What follows belongs to an exercise in optimizing a design on an open flow for small area, a short achievable clock period and few clock cycles per item; a production flow would make more cautious choices.
Only simulation tests tie the RTL to the original design; equivalence was not proved.
Power is estimated from default activity; no workload was simulated.

**flow/design.v**
```verilog
`timescale 1ns/1ps
package gw_pkg;
  typedef logic [20-1:0] gw_addr_t;
  typedef logic [32-1:0] gw_data_t;
  typedef logic [4-1:0] gw_finish_t;
  typedef enum logic
  {
    GW_OP_READ  = 1'b0,
    GW_OP_WRITE = 1'b1
  } gw_op_e;
  typedef struct packed
  {
    gw_op_e   op;
    gw_addr_t addr;
    gw_data_t data;
  } gw_cmd_s;
  typedef struct packed
  {
    gw_op_e   op;
    gw_addr_t addr;
    gw_data_t data;
  } gw_resp_s;
  typedef enum logic [1:0]
  {
    DISP_IDLE = 2'd0,
    DISP_HOST = 2'd1,
    DISP_MEM  = 2'd2
  } gw_disp_state_e;
endpackage
`timescale 1ns/1ps
module gw_cmd_dispatch
(
  input  logic            clk_i,
  input  logic            arst_n_i,
  input  logic            cmd_valid_i,
  input  gw_pkg::gw_cmd_s cmd_i,
  output logic            cmd_ready_o,
  output logic            host_cmd_valid_o,
  output gw_pkg::gw_cmd_s host_cmd_o,
  input  logic            host_cmd_ready_i,
  output logic            mem_cmd_valid_o,
  output gw_pkg::gw_cmd_s mem_cmd_o,
  input  logic            mem_cmd_ready_i,
  input  logic            resp_done_i
);
  gw_pkg::gw_disp_state_e state_q;
  gw_pkg::gw_disp_state_e state_d;
  logic           idle;
  logic           is_host;
  logic           accept;
  assign idle    = (state_q == gw_pkg::DISP_IDLE);
  assign is_host = (cmd_i.addr < 20'h80000);
  assign host_cmd_o = cmd_i;
  assign mem_cmd_o  = cmd_i;
  assign host_cmd_valid_o = cmd_valid_i & idle & is_host;
  assign mem_cmd_valid_o  = cmd_valid_i & idle & ~is_host;
  assign cmd_ready_o = idle & (is_host ? host_cmd_ready_i : mem_cmd_ready_i);
  assign accept      = cmd_valid_i & cmd_ready_o;
  always_comb
  begin
    state_d = state_q;
    unique case (state_q)
      gw_pkg::DISP_IDLE:
      begin
        if (accept)
        begin
          state_d = is_host ? gw_pkg::DISP_HOST : gw_pkg::DISP_MEM;
        end
      end
      gw_pkg::DISP_HOST,
      gw_pkg::DISP_MEM:
      begin
        if (resp_done_i)
        begin
          state_d = gw_pkg::DISP_IDLE;
        end
      end
      default: state_d = gw_pkg::DISP_IDLE;
    endcase
  end
  always_ff @(posedge clk_i or negedge arst_n_i)
  begin
    if (!arst_n_i)
    begin
      state_q <= gw_pkg::DISP_IDLE;
    end
    else
    begin
      state_q <= state_d;
    end
  end
endmodule
`timescale 1ns/1ps
module gw_host_mmio
(
  input  logic               clk_i,
  input  logic               arst_n_i,
  input  logic               cmd_valid_i,
  input  gw_pkg::gw_cmd_s    cmd_i,
  output logic               cmd_ready_o,
  output logic               resp_valid_o,
  output gw_pkg::gw_resp_s   resp_o,
  input  logic               resp_ready_i,
  output gw_pkg::gw_finish_t finish_o
);
  localparam int FIN_IDX_W = (4 > 1) ? $clog2(4) : 1;
  logic       resp_valid_q;
  gw_pkg::gw_resp_s   resp_q;
  gw_pkg::gw_finish_t finish_q;
  logic       accept;
  logic       is_write;
  gw_pkg::gw_data_t   rd_data;
  assign cmd_ready_o = ~resp_valid_q;
  assign accept      = cmd_valid_i & cmd_ready_o;
  assign is_write    = (cmd_i.op == gw_pkg::GW_OP_WRITE);
  assign rd_data = (cmd_i.addr == 20'h00104) ? gw_pkg::gw_data_t'(finish_q) : '0;
  always_ff @(posedge clk_i or negedge arst_n_i)
  begin
    if (!arst_n_i)
    begin
      finish_q     <= '0;
      resp_valid_q <= 1'b0;
    end
    else
    begin
      if (accept && is_write && (cmd_i.addr == 20'h00100))
      begin
        finish_q[cmd_i.data[FIN_IDX_W-1:0]] <= 1'b1;
      end
      if (accept)
      begin
        resp_valid_q <= 1'b1;
      end
      else if (resp_ready_i)
      begin
        resp_valid_q <= 1'b0;
      end
    end
  end
  always_ff @(posedge clk_i)
  begin
    if (accept)
    begin
      resp_q.op   <= cmd_i.op;
      resp_q.addr <= cmd_i.addr;
      resp_q.data <= is_write ? '0 : rd_data;
    end
  end
  assign resp_valid_o = resp_valid_q;
  assign resp_o       = resp_q;
  assign finish_o     = finish_q;
endmodule
`timescale 1ns/1ps
module gw_mem_model
(
  input  logic             clk_i,
  input  logic             arst_n_i,
  input  logic             cmd_valid_i,
  input  gw_pkg::gw_cmd_s  cmd_i,
  output logic             cmd_ready_o,
  output logic             resp_valid_o,
  output gw_pkg::gw_resp_s resp_o,
  input  logic             resp_ready_i
);
  localparam int IDX_W = $clog2(128);
  localparam int CNT_W = $clog2(3 + 1);
  gw_pkg::gw_data_t                 mem_q [128];
  logic [128-1:0] written_q;
  logic                     busy_q;
  logic [CNT_W-1:0]         cnt_q;
  gw_pkg::gw_resp_s                 resp_q;
  gw_pkg::gw_addr_t                 offset;
  logic [IDX_W-1:0]         idx;
  logic                     accept;
  logic                     is_write;
  gw_pkg::gw_data_t                 rd_word;
  assign offset = cmd_i.addr - 20'h80000;
  assign idx    = offset[IDX_W+1:2];
  assign cmd_ready_o = ~busy_q;
  assign accept      = cmd_valid_i & cmd_ready_o;
  assign is_write    = (cmd_i.op == gw_pkg::GW_OP_WRITE);
  assign rd_word = written_q[idx] ? mem_q[idx] : '0;
  always_ff @(posedge clk_i or negedge arst_n_i)
  begin
    if (!arst_n_i)
    begin
      written_q <= '0;
      busy_q    <= 1'b0;
      cnt_q     <= '0;
    end
    else
    begin
      if (accept)
      begin
        busy_q <= 1'b1;
        cnt_q  <= CNT_W'(3 - 1);
        if (is_write)
        begin
          written_q[idx] <= 1'b1;
        end
      end
      else if (busy_q && (cnt_q != '0))
      begin
        cnt_q <= cnt_q - 1'b1;
      end
      else if (resp_valid_o && resp_ready_i)
      begin
        busy_q <= 1'b0;
      end
    end
  end
  always_ff @(posedge clk_i)
  begin
    if (accept)
    begin
      if (is_write)
      begin
        mem_q[idx] <= cmd_i.data;
      end
      resp_q.op   <= cmd_i.op;
      resp_q.addr <= cmd_i.addr;
      resp_q.data <= is_write ? '0 : rd_word;
    end
  end
  assign resp_valid_o = busy_q & (cnt_q == '0);
  assign resp_o       = resp_q;
endmodule
`timescale 1ns/1ps
module gw_resp_merge
(
  input  logic             clk_i,
  input  logic             arst_n_i,
  input  logic             host_resp_valid_i,
  input  gw_pkg::gw_resp_s host_resp_i,
  output logic             host_resp_ready_o,
  input  logic             mem_resp_valid_i,
  input  gw_pkg::gw_resp_s mem_resp_i,
  output logic             mem_resp_ready_o,
  output logic             resp_valid_o,
  output gw_pkg::gw_resp_s resp_o,
  input  logic             resp_ready_i,
  output logic             resp_done_o
);
  logic     valid_q;
  gw_pkg::gw_resp_s resp_q;
  logic     load;
  assign host_resp_ready_o = ~valid_q;
  assign mem_resp_ready_o  = ~valid_q & ~host_resp_valid_i;
  assign load              = ~valid_q & (host_resp_valid_i | mem_resp_valid_i);
  always_ff @(posedge clk_i or negedge arst_n_i)
  begin
    if (!arst_n_i)
    begin
      valid_q <= 1'b0;
    end
    else if (load)
    begin
      valid_q <= 1'b1;
    end
    else if (resp_ready_i)
    begin
      valid_q <= 1'b0;
    end
  end
  always_ff @(posedge clk_i)
  begin
    if (load)
    begin
      resp_q <= host_resp_valid_i ? host_resp_i : mem_resp_i;
    end
  end
  assign resp_valid_o = valid_q;
  assign resp_o       = resp_q;
  assign resp_done_o  = valid_q & resp_ready_i;
endmodule
`timescale 1ns/1ps
module gw_mem_gateway
(
  input  logic                      clk_i,
  input  logic                      arst_n_i,
  input  logic                      cmd_valid_i,
  input  logic                      cmd_op_i,
  input  logic [20-1:0] cmd_addr_i,
  input  logic [32-1:0] cmd_data_i,
  output logic                      cmd_ready_o,
  output logic                      resp_valid_o,
  output logic                      resp_op_o,
  output logic [20-1:0] resp_addr_o,
  output logic [32-1:0] resp_data_o,
  input  logic                      resp_ready_i,
  output logic [4-1:0]   finish_o
);
  gw_pkg::gw_cmd_s  cmd_i;
  gw_pkg::gw_resp_s resp_o;
  assign cmd_i.op    = gw_pkg::gw_op_e'(cmd_op_i);
  assign cmd_i.addr  = cmd_addr_i;
  assign cmd_i.data  = cmd_data_i;
  assign resp_op_o   = resp_o.op;
  assign resp_addr_o = resp_o.addr;
  assign resp_data_o = resp_o.data;
  logic     host_cmd_valid;
  gw_pkg::gw_cmd_s  host_cmd;
  logic     host_cmd_ready;
  logic     mem_cmd_valid;
  gw_pkg::gw_cmd_s  mem_cmd;
  logic     mem_cmd_ready;
  logic     host_resp_valid;
  gw_pkg::gw_resp_s host_resp;
  logic     host_resp_ready;
  logic     mem_resp_valid;
  gw_pkg::gw_resp_s mem_resp;
  logic     mem_resp_ready;
  logic     resp_done;
  gw_cmd_dispatch cmd_dispatch_i
  (
    .clk_i            (clk_i),
    .arst_n_i         (arst_n_i),
    .cmd_valid_i      (cmd_valid_i),
    .cmd_i            (cmd_i),
    .cmd_ready_o      (cmd_ready_o),
    .host_cmd_valid_o (host_cmd_valid),
    .host_cmd_o       (host_cmd),
    .host_cmd_ready_i (host_cmd_ready),
    .mem_cmd_valid_o  (mem_cmd_valid),
    .mem_cmd_o        (mem_cmd),
    .mem_cmd_ready_i  (mem_cmd_ready),
    .resp_done_i      (resp_done)
  );
  gw_host_mmio host_mmio_i
  (
    .clk_i        (clk_i),
    .arst_n_i     (arst_n_i),
    .cmd_valid_i  (host_cmd_valid),
    .cmd_i        (host_cmd),
    .cmd_ready_o  (host_cmd_ready),
    .resp_valid_o (host_resp_valid),
    .resp_o       (host_resp),
    .resp_ready_i (host_resp_ready),
    .finish_o     (finish_o)
  );
  gw_mem_model mem_model_i
  (
    .clk_i        (clk_i),
    .arst_n_i     (arst_n_i),
    .cmd_valid_i  (mem_cmd_valid),
    .cmd_i        (mem_cmd),
    .cmd_ready_o  (mem_cmd_ready),
    .resp_valid_o (mem_resp_valid),
    .resp_o       (mem_resp),
    .resp_ready_i (mem_resp_ready)
  );
  gw_resp_merge resp_merge_i
  (
    .clk_i             (clk_i),
    .arst_n_i          (arst_n_i),
    .host_resp_valid_i (host_resp_valid),
    .host_resp_i       (host_resp),
    .host_resp_ready_o (host_resp_ready),
    .mem_resp_valid_i  (mem_resp_valid),
    .mem_resp_i        (mem_resp),
    .mem_resp_ready_o  (mem_resp_ready),
    .resp_valid_o      (resp_valid_o),
    .resp_o            (resp_o),
    .resp_ready_i      (resp_ready_i),
    .resp_done_o       (resp_done)
  );
endmodule
```
**flow/run.sh**
```bash
#!/bin/bash
# synth_recipe.tcl (not shown) runs the flow's synth.tcl, then flattens the netlist and writes it again
# the make line also repeats each setting of config.mk as NAME=value (left out here)
make -C /OpenROAD-flow-scripts/flow DESIGN_CONFIG=/design/flow/config.mk WORK_HOME=/design/flow/orfs CLKGATE_MAP_FILE= SYNTH_SCRIPT=/design/flow/synth_recipe.tcl finish
```
**flow/config.mk**
```make
export PLATFORM = sky130hd
export DESIGN_NAME = gw_mem_gateway
export DESIGN_NICKNAME = gw_mem_gateway
export VERILOG_FILES = /design/flow/design.v
export SDC_FILE = /design/flow/constraint.sdc
export NUM_CORES = 4
export LEC_CHECK = 0
export CAP_MARGIN = 20
export CORE_MARGIN = 2
export CORE_UTILIZATION = 25
export PLACE_DENSITY = 0.5
export SLEW_MARGIN = 20
export SYNTH_MEMORY_MAX_BITS = 16384
```
**flow/constraint.sdc**
```tcl
create_clock -name core_clock -period 7.0 [get_ports {clk_i}]
set_input_delay 1.4000 -clock core_clock [delete_from_list [all_inputs] [get_ports {clk_i}]]
set_output_delay 1.4000 -clock core_clock [all_outputs]
set_load 0.01 [all_outputs]
```
==> results.yml <==
pwr:
  p_per_area_nw_per_um2: 291
  leakagePower_uw: 0.0610
  ir_drop_mv: 0.207
placed_design:
  io_buffer_count: 115
  dp_hpwl_um: 351000
  place_congestion: 0.844
setup_path:
  cpPeakStageDelay_ns: 0.88
  path_class: "input port to flop"
  r2r_slack_ns: 2.29
  reg2regPathDepth: 9
  cp_max_fo: 22
  worst_setup_path_start_kind: "input port"
  r2r-end: "mem_model_i.mem_q[70][19]"
  endpoint_kind: "flop"
  cp.required_ns: 7.68
  path_cells: "clkdlybuf4s50_1 -> nand4b_1 -> clkinv_2 -> and2_1 -> nand2_2 -> buf_4 -> nor2_4 -> buf_4"
  crit_path_top_delay_cell: "and2_1"
  crit_arrival_ns: 5.78
  path_common_cell: "buf_4"
  startpoint: "cmd_addr_i[19]"
  reg2reg_from: "cmd_dispatch_i.state_q[0]"
logic_synthesis:
  synth_compound_area_frac: 0.106
  synth_top_family_by_area: "compound AO/OA/AOI/OAI gates"
  netlist_area_um2: 166000
  avgSynthCellArea_um2: 17.4
  synthesis.nets: 9650
  synth.mux.area_fraction: 0.0493
  yosys_warnings: 4
  synth-seq-cells: 4366
  synth_edf_count: 4227
  ys_seq_area_frac: 0.784
  synth-simple-area-share: 0.0385
  ys_types: 90
  async_flop_share: 0.0318
  synthCells: 9587
  synth_top_flop_cell: "edfxtp_1"
  synth_fa_ha_area_frac: 0.000451
  synth_xor_xnor_area_share: 0.000263
cells_and_area:
  area_growth_pct: 17.4
  most-common-layout-cells: "edfxtp_1, a22oi_1, nand2_1, mux2i_1, clkbuf_16"
  nNetsFinal: 10064
  utilization: 0.295
  final_common_cell: "edfxtp_1"
  layout-drive-gt1-share: 0.155
floorplanning:
  ios: 116
  initial_core_util: 0.251
  die_w_um: 820
  dieArea_um2: 672000
  num_rows: 299
  die_y_um: 820
  core-area_um2: 663000
clocking:
  root_buffer: "clkbuf_16"
  cts_tree: "done"
  postCtsHoldBufs: 0
  numCtsBuffers: 454
  clk_latency_ns: 1.07
  clockBufferDepth: 4
  cts.sinks: 4366
  cts_resized: 0
  htree_levels: 5
  cts_setup_buffers: 0
  clkTransAtPathRegs_ns: 0.06
timing:
  finalSetupViolCount: 0
  skew_ns: 0.111
  min_period_ns: 5.10
  hold_viol_final: 0
  max_freq_mhz: 196
  relSlewSlack: 0.158
  maxSlewViolCount: 0
  fin_tns_setup_ns: 0
  rsz0062_at_grt: "false"
  post-route-period-util: 0.729
  worst_slew_pin_slew_ns: 1.25
routing:
  num_vias: 97158
  drc: 0
  ant_nets: 0
  avgViaCountPerCell: 5.04
  dr.first_iter.drc_count: 13959
  drt_wl_total_um: 587000
  dr.pass1.iters: 6
  wl_per_cell_um: 30.4
global_route:
  grtUsageTotal: 0.168
  grt_antenna_before_repair: 87
  gr-total-overflow: 0
  grt_pass1_vias: 92674
  grt_pass1_wl_um: 798000
  grt_max_degree: 105
job:
  maxCapViolations: 0
outcome:
  status: "finished clean"
min_path:
  min_path_type: "input port to asynchronous set/reset pin"
==> where the power goes <==
| part | switching, uW | internal (uW) | total [uW] |
|---|---|---|---|
| clock | 10300 | 13400 | 23700 |
| combinational | 2870 | 1070 | 3940 |
| sequential | 159 | 29000 | 29100 |
==> synth_stat cells, types with 11 or more instances <==
| master | number | share of area |
|---|---|---|
| o21ai_0 | 218 | 0.0066 |
| nand2b_1 | 22 | 0.00083 |
| a211oi_1 | 36 | 0.0016 |
| a21o_1 | 18 | 0.00081 |
| a221o_1 | 100 | 0.0060 |
| edfxtp_1 | 4227 | 0.76 |
| a22oi_1 | 539 | 0.024 |
| nand4_1 | 116 | 0.0044 |
| mux2i_1 | 491 | 0.030 |
| o2bb2ai_1 | 71 | 0.0037 |
| nor4_1 | 14 | 0.00053 |
| mux2_2 | 172 | 0.012 |
| o2111ai_1 | 39 | 0.0021 |
| dfrtp_1 | 139 | 0.021 |
| and3b_1 | 15 | 0.00079 |
| a22o_1 | 150 | 0.0079 |
| a21oi_1 | 456 | 0.014 |
| a222oi_1 | 17 | 0.0010 |
| a41oi_1 | 20 | 0.0011 |
| buf_6 | 45 | 0.0030 |
| or2_2 | 12 | 0.00045 |
| buf_1 | 28 | 0.00063 |
| o31ai_1 | 19 | 0.00086 |
| and2_1 | 15 | 0.00056 |
| o21bai_1 | 121 | 0.0055 |
| o22ai_1 | 45 | 0.0017 |
| nor2_1 | 494 | 0.011 |
| buf_4 | 116 | 0.0052 |
| a311oi_1 | 28 | 0.0015 |
| buf_2 | 273 | 0.0082 |
| and3_1 | 21 | 0.00079 |
| nand3_1 | 101 | 0.0030 |
| mux4_2 | 59 | 0.0080 |
| o211ai_1 | 95 | 0.0043 |
| a31oi_1 | 30 | 0.0011 |
| a2bb2oi_1 | 11 | 0.00058 |
| nor3_1 | 16 | 0.00048 |
| nand2_1 | 501 | 0.011 |
| nor2b_1 | 37 | 0.0014 |
| a221oi_1 | 305 | 0.016 |
| clkbuf_1 | 187 | 0.0042 |
==> cell families after synthesis <==
logic type / count (synthesis)
AOI/OAI and AO/OA: 2407
xor gates and xnor gates: 5
adders and majority gates: 6
buffers and inverters: 663
DFF: 4366
muxes: 723
and+or+nand+nor: 1417
==> cell type report <==
class | count | area (um^2)
Inverter | 10 | 50.0
Clock inverter | 264 | 2430
Multi-Input combinational cell | 4558 | 33600
Fill cell | 65675 | 468000
Timing Repair Buffer | 611 | 5700
Tap cell | 8879 | 11100
Clock buffer | 564 | 11900
Sequential cell | 4366 | 130000
Antenna cell | 44 | 110
==> registers in the layout, summed over array words and instances (netlist names) <==
register                  cells
mem_model_i.mem_q          4096
mem_model_i.written_q       128
mem_model_i.resp_q           53
resp_merge_i.resp_q          53
host_mmio_i.resp_q           25
host_mmio_i.finish_q          4
cmd_dispatch_i.state_q        2
mem_model_i.cnt_q             2
host_mmio_i.resp_valid_q      1
mem_model_i.busy_q            1
resp_merge_i.valid_q          1
==> per-layer routing <==
metal | wire, um | up-vias | part of all wire | GRT usage
met1 | 245000 | 51310 | 0.42 | 0.235
met3 | 59700 | 852 | 0.10 | 0.0392
met5 | 139 | - | 0.00024 | 0
met4 | 21900 | 22 | 0.037 | 0.0566
met2 | 260000 | 5120 | 0.44 | 0.256
li1 | - | 39854 | - | -
==> through the flow <==
stage | area, um^2 | hold slack (ns) | setup slack [ns] | power, uW | std cells
global route | 195000 | 0.429 | 1.93 | 58200 | 19258
detailed placement | 181000 | 0.444 | 1.10 | 33600 | 18421
CTS | 195000 | 0.366 | 2.13 | 57100 | 19249
global placement | 181000 | 0.434 | 0.925 | 33600 | 18411
floorplan | 166000 | 0.423 | 1.34 | 31200 | 9587
finish | 195000 | 0.409 | 1.90 | 56800 | 19296
==> worst max-delay path: cells and delay by family <==
| kind | cells | cell delay, ns |
|---|---|---|
| buffers and inverters | 4 | 1.64 |
| AND/OR/NAND/NOR | 4 | 2.67 |
==> how the worst max path moves through the flow <==
| stage | cells after the start | slack, ns | to |
|---|---|---|---|
| CTS | 8 | 2.13 | mem_model_i.mem_q[70][19] |
| detailed placement | 8 | 1.10 | mem_model_i.mem_q[70][21] |
| floorplan | 4 | 1.34 | mem_model_i.mem_q[0][0] |
| finish | 8 | 1.90 | mem_model_i.mem_q[70][19] |
| global route | 8 | 1.93 | mem_model_i.mem_q[70][19] |
| global placement | 9 | 0.92 | mem_model_i.resp_q[23] |
Testbench counts, summed over its fixed seeds: cycles 93,524, items 20,000.

## static timing again, ports no longer ideal
The flow's constraints put no driver on any port. The routed layout listed below was extracted and timed again, unchanged, in two steps.
Step 1: set_driving_cell puts a clkbuf_16 on clk_i and a buf_2 on each other input, an assumption about the parent block.
Step 2 times the ports against the registers' clock, not the clock port: input delays grow and output delays shrink by t, the midpoint of the rising clock arrivals with the driver on.
Three values: no drivers, after step 1, after step 2; two values: the first two.
t, ns: 1.147
setup slack, ns: 1.900 / 2.006 / 0.859
worst slew at a driven data input, ns: 0.12
After both steps setup and hold are still met in this run. For this run, drivers alone change the setup slack by +0.106 ns; drivers and shift together by -1.041 ns.
